From an optimization exercise on the open Yosys and OpenROAD flow, aimed at small area; shortcuts taken in it are not production practice. In this exercise RTL edits were held to simulation tests only and were not proved equivalent to the original. No activity file was given, so power comes from the tool's default toggle rates.

## user_project_addr_space_regfile
module user_project_addr_space_regfile #(
    parameter int unsigned DEPTH        = 16,
    parameter logic [31:0] BASE_ADDR    = 32'h3000_0000,
    parameter int unsigned WAIT_CYCLES  = 0,
    parameter logic [31:0] READ_DEFAULT = 32'h0000_0777
) (
    input  logic        wb_clk_i,
    input  logic        wb_rst_i,
    input  logic        wbs_stb_i,
    input  logic        wbs_cyc_i,
    input  logic        wbs_we_i,
    input  logic [3:0]  wbs_sel_i,
    input  logic [31:0] wbs_dat_i,
    input  logic [31:0] wbs_adr_i,
    output logic        wbs_ack_o,
    output logic [31:0] wbs_dat_o,
    output logic [15:0] access_cnt_o,
    output logic [31:0] last_addr_o
);
    logic             init_q;
    logic [31:0]      mem [16];
    logic [31:0]      mem_n [16];
    logic             acc, hit, wr, rd;
    logic [15:0]      wsel_n, rsel;
    logic [3:0]       sel_n;
    logic [15:0][3:0] lane_we, lane_keep;
    logic [31:0]      rdata;
    logic             hold_dat, miss_n;
    assign acc = wbs_cyc_i & wbs_stb_i & ~wbs_ack_o;
    assign hit = (wbs_adr_i[31:6] == BASE_ADDR[31:6]);
    assign wr  = acc & wbs_we_i & hit;
    assign rd  = acc & ~wbs_we_i;
    assign hold_dat = ~rd;
    assign miss_n   = ~(rd & ~hit);
    assign sel_n    = ~wbs_sel_i;
    for (genvar r = 0; r < 16; r++) begin : g_word
        assign wsel_n[r] = ~(wr & (wbs_adr_i[5:2] == 4'(r)));
        assign rsel[r]   = rd & hit & init_q & (wbs_adr_i[5:2] == 4'(r));
        for (genvar l = 0; l < 4; l++) begin : g_lane
            rf_nor2 u_we   (.a(wsel_n[r]), .b(sel_n[l]), .y(lane_we[r][l]));
  ...
clock: 10.0 ns
lec_check: 0
cap_margin: 20
core_margin: 2
core_utilization: 60
slew_margin: 20
synth_hierarchical: 1
synth_minimum_keep_size: 0
standard.sh (not shown) runs the stock make flow with config.mk's settings and CLKGATE_MAP_FILE= SYNTH_SCRIPT=/design/flow/synth_recipe.tcl, a recipe that flattens the netlist after the stock synthesis.
==> flow/flow/run.sh <==
#!/bin/bash
set -euo pipefail
CTS="-sink_clustering_enable -repair_clock_nets -dont_use_dummy_load -buf_list sky130_fd_sc_hd__clkbuf_8 -root_buf sky130_fd_sc_hd__clkbuf_16 -sink_clustering_size 16 -sink_clustering_max_diameter 50"
bash standard.sh \
  "BUFFER_PORTS_ARGS=-buffer_cell sky130_fd_sc_hd__buf_1" \
  "CTS_ARGS=$CTS" \
  finish > flow_make.log 2>&1
Edit:
==> flow/flow/run.sh (replaced) <==
#!/bin/bash
set -euo pipefail
CTS="-sink_clustering_enable -repair_clock_nets -dont_use_dummy_load -buf_list sky130_fd_sc_hd__clkbuf_4 -root_buf sky130_fd_sc_hd__clkbuf_16"
bash standard.sh \
  "BUFFER_PORTS_ARGS=-buffer_cell sky130_fd_sc_hd__buf_1" \
  "CTS_ARGS=$CTS" \
  finish > flow_make.log 2>&1
CORE_UTILIZATION = 40   (was 60)
Effect: Utilization goes down by 20 points; hold slack gets worse by 0.0056 ns; via count goes up by a few percent; die area goes up by well over a third; global-route usage goes down by 8.0 points; final area goes up by a few percent; setup slack is about the same; routed wire length goes up by roughly a tenth; sequential cell count does not change; final cell count goes up by about a fifth.
Edit:
==> flow/flow/run.sh (replaced) <==
#!/bin/bash
set -euo pipefail
CTS="-sink_clustering_enable -repair_clock_nets -dont_use_dummy_load -buf_list sky130_fd_sc_hd__clkbuf_8 -root_buf sky130_fd_sc_hd__clkbuf_16 -sink_clustering_size 16 -sink_clustering_max_diameter 50"
bash standard.sh \
  "BUFFER_PORTS_ARGS=-buffer_cell sky130_fd_sc_hd__buf_1" \
  "CTS_ARGS=$CTS" \
  finish > flow_make.log 2>&1
CORE_UTILIZATION = 75   (was 40)
- The changed run passed the timing, DRC and antenna checks
- register-to-register slack is better by 0.18 ns
- setup slack gets better by 0.059 ns
- combinational power is about the same
Edit:
==> flow/run.sh (new file) <==
#!/bin/bash
# synth_recipe.tcl (not shown) runs the flow's synth.tcl, then flattens the netlist and writes it again
# the make line also repeats each setting of config.mk as NAME=value (left out here)
make -C /OpenROAD-flow-scripts/flow DESIGN_CONFIG=/design/flow/config.mk WORK_HOME=/design/flow/orfs CLKGATE_MAP_FILE= SYNTH_SCRIPT=/design/flow/synth_recipe.tcl finish
CORE_UTILIZATION = 40   (was 75)
removed: flow/flow/run.sh
removed: flow/standard.sh
Critical path depth stays the same.
Total power came out higher by 32%.
Final cell count climbs by 18%.
Non-clock buffer count goes up by 2.
Combinational power rises by 33%.
Core utilization came out lower by 34 points.
Sequential power barely changes.
Worst hold slack gets worse by 0.0066 ns.
Design area rises by 12%.
Edit:
==> flow/flow/run.sh (new file) <==
#!/bin/bash
set -euo pipefail
CTS="-sink_clustering_enable -repair_clock_nets -dont_use_dummy_load -buf_list sky130_fd_sc_hd__clkbuf_4 -root_buf sky130_fd_sc_hd__clkbuf_16 -sink_clustering_size 8 -sink_clustering_max_diameter 40"
bash standard.sh \
  "BUFFER_PORTS_ARGS=-buffer_cell sky130_fd_sc_hd__buf_1" \
  "CTS_ARGS=$CTS" \
  finish > flow_make.log 2>&1
==> flow/standard.sh (new file) <==
#!/bin/bash
# synth_recipe.tcl (not shown) runs the flow's synth.tcl, then flattens the netlist and writes it again
# the make line also repeats each setting of config.mk as NAME=value (left out here)
make -C /OpenROAD-flow-scripts/flow DESIGN_CONFIG=/design/flow/config.mk WORK_HOME=/design/flow/orfs CLKGATE_MAP_FILE= SYNTH_SCRIPT=/design/flow/synth_recipe.tcl "${@:-finish}"
CORE_UTILIZATION = 60   (was 40)
removed: flow/run.sh
What happened: Setup slack improved by 0.31 ns. Sequential share of layout area grows by 5.2 points. Cell area went down by 9.7%. Total power went down by 22%. Routed wire length drops by 9.6%. Clock skew increases by 0.039 ns.
Edit:
==> flow/run.sh (new file) <==
#!/bin/bash
# synth_recipe.tcl (not shown) runs the flow's synth.tcl, then flattens the netlist and writes it again
# the make line also repeats each setting of config.mk as NAME=value (left out here)
make -C /OpenROAD-flow-scripts/flow DESIGN_CONFIG=/design/flow/config.mk WORK_HOME=/design/flow/orfs CLKGATE_MAP_FILE= SYNTH_SCRIPT=/design/flow/synth_recipe.tcl finish
removed: flow/flow/run.sh
removed: flow/standard.sh
After rerunning: Setup slack loses 0.33 ns. Utilization came out higher by 5.9 points. Synthesized area stays the same. Via count rose by a few percent. Sequential share of layout area went down by 4.4 points. Synthesized cell count is unchanged. Routed wire length rose by a few percent. Power grows by a quarter to a third. Non-clock buffer count rose by 1.

========
== build 80 ==
user_project_addr_space_regfile, a different RTL version from the one above (not shown whole).
For scale: about 1,600 cells after synthesis, ~590 flip-flops, about 150 I/O pins.
clock: 10.0 ns
lec_check: 0
cap_margin: 20
core_margin: 2
core_utilization: 75
gpl_timing_driven: 0
slew_margin: 20
synth_hierarchical: 1
synth_minimum_keep_size: 0
==> flow/flow/run.sh <==
#!/bin/bash
set -euo pipefail
CTS="-sink_clustering_enable -repair_clock_nets -dont_use_dummy_load -root_buf sky130_fd_sc_hd__clkbuf_8 -buf_list sky130_fd_sc_hd__clkbuf_8 -sink_clustering_size 16 -sink_clustering_max_diameter 60"
bash standard.sh \
  "BUFFER_PORTS_ARGS=-buffer_cell sky130_fd_sc_hd__buf_1" \
  "CTS_ARGS=$CTS" \
  finish > flow_make.log 2>&1
Build 80 finished all stages; the layout is clean.
Modified inputs, build 66 compared to build 80
==> flow/flow/run.sh <==
#!/bin/bash
set -euo pipefail
CTS="-sink_clustering_enable -repair_clock_nets -dont_use_dummy_load -buf_list sky130_fd_sc_hd__clkbuf_8 -root_buf sky130_fd_sc_hd__clkbuf_16 -sink_clustering_size 16 -sink_clustering_max_diameter 50"
bash standard.sh \
  "BUFFER_PORTS_ARGS=-buffer_cell sky130_fd_sc_hd__buf_1" \
  "CTS_ARGS=$CTS" \
  finish > flow_make.log 2>&1
diff --git a/flow/config.mk b/flow/config.mk
--- a/flow/config.mk
+++ b/flow/config.mk
@@ -9,5 +9,4 @@
 export CORE_MARGIN = 2
 export CORE_UTILIZATION = 75
-export GPL_TIMING_DRIVEN = 0
 export SLEW_MARGIN = 20
 export SYNTH_HIERARCHICAL = 1
--- outcome ---
Of the two values seen for cell with the largest stage delay on the worst path, nor2_4 was produced by build 80 and buf_4 by build 66.
Relative to build 80, sequential share of layout area has increased by 0.81 points in build 66.
Final core utilization, build 80 and build 66, higher one = build 80.
met2 layer usage reported by global route is higher on build 80
### build 66 -> build 55
diff --git a/flow/config.mk b/flow/config.mk
--- a/flow/config.mk
+++ b/flow/config.mk
@@ -8,5 +8,5 @@
 export CAP_MARGIN = 20
 export CORE_MARGIN = 2
-export CORE_UTILIZATION = 75
+export CORE_UTILIZATION = 60
 export SLEW_MARGIN = 20
 export SYNTH_HIERARCHICAL = 1
[summary]
In the tables for build 66 and build 55, utilization reads lower with build 55. Sort build 66 and build 55 by wire length per cell after detailed routing asc -> top: build 55. Relative to build 66, starting density of the core has decreased by 15 points in build 55.
Inputs modified between build 55 and build 20:
==> flow/flow/run.sh <==
#!/bin/bash
set -euo pipefail
CTS="-sink_clustering_enable -repair_clock_nets -dont_use_dummy_load -root_buf sky130_fd_sc_hd__clkbuf_8 -buf_list sky130_fd_sc_hd__clkbuf_8 -sink_clustering_size 16 -sink_clustering_max_diameter 60"
bash standard.sh \
  "BUFFER_PORTS_ARGS=-buffer_cell sky130_fd_sc_hd__buf_1" \
  "CTS_ARGS=$CTS" \
  finish > flow_make.log 2>&1
diff --git a/flow/config.mk b/flow/config.mk
--- a/flow/config.mk
+++ b/flow/config.mk
@@ -8,5 +8,5 @@
 export CAP_MARGIN = 20
 export CORE_MARGIN = 2
-export CORE_UTILIZATION = 60
+export CORE_UTILIZATION = 80
 export SLEW_MARGIN = 20
 export SYNTH_HIERARCHICAL = 1
Notes after the runs:
- The final-layout non-clock buffer area share on build 55 is in line with that on build 20.
- Build 20: combinational share of power is 0.3 points higher than what build 55 reported.
- The global routing usage on met1 of build 20 is higher than that of build 55.
- Each of the runs, namely build 20 and build 55, reached the end of the flow and came out clean.
The inputs of build 22 differ from those of build 20 as listed below.
diff --git a/flow/config.mk b/flow/config.mk
--- a/flow/config.mk
+++ b/flow/config.mk
@@ -8,5 +8,5 @@
 export CAP_MARGIN = 20
 export CORE_MARGIN = 2
-export CORE_UTILIZATION = 80
+export CORE_UTILIZATION = 85
 export SLEW_MARGIN = 20
 export SYNTH_HIERARCHICAL = 1
==> summary.txt <==
Taking build 20 as the reference, in build 22 synthesized flop and latch total roughly the same, number of rows in the core area went down 2, total of buffers placed on input and output ports closely matched the old numbers. Build 22 got as far as global placement, where a tool error ended the run.

[re-timing with driven ports]
No port has a modelled driver above. Below, the same layouts with a new extraction and two added sets of constraints. Step 1, drivers: a clkbuf_16 drives wb_clk_i and a buf_2 each remaining input, both assumed. Step 2 times the ports against the registers' clock, not the clock port: input delays grow and output delays shrink by t, the midpoint of the rising clock arrivals with the driver on. Slacks: ideal / step 1 / step 2; pairs: ideal / step 1.
run	t, ns	slack for setup (ns)	hold slack, ns	worst data-port slew with drivers (ns)
the first run of note 1	0.601	4.723 / 4.761 / 4.160	0.472 / 0.472 / 0.472	0.06
the second run of note 1	0.696	4.725 / 4.757 / 4.061	0.466 / 0.466 / 0.466	0.07
the third run of note 1	0.566	4.785 / 4.812 / 4.246	0.478 / 0.478 / 0.478	0.06
the fourth run of note 1	0.669	4.390 / 4.427 / 3.758	0.471 / 0.471 / 0.471	0.07
the fifth run of note 1	0.594	4.700 / 4.737 / 4.143	0.470 / 0.470 / 0.470	0.06
the sixth run of note 1	0.651	4.368 / 4.393 / 3.742	0.471 / 0.471 / 0.471	0.04
build 80	0.623	4.894 / 4.917 / 4.293	0.472 / 0.472 / 0.472	0.06
build 66	0.565	5.202 / 5.230 / 4.665	0.479 / 0.479 / 0.479	0.05
build 55	0.578	5.216 / 5.245 / 4.667	0.474 / 0.474 / 0.474	0.05
build 20	0.637	5.047 / 5.067 / 4.430	0.478 / 0.478 / 0.478	0.09
After both steps setup and hold are still met in every run listed. The setup slack of the second run of note 1, which loses most, moves by +0.032 ns with the drivers and by -0.664 ns with both steps.
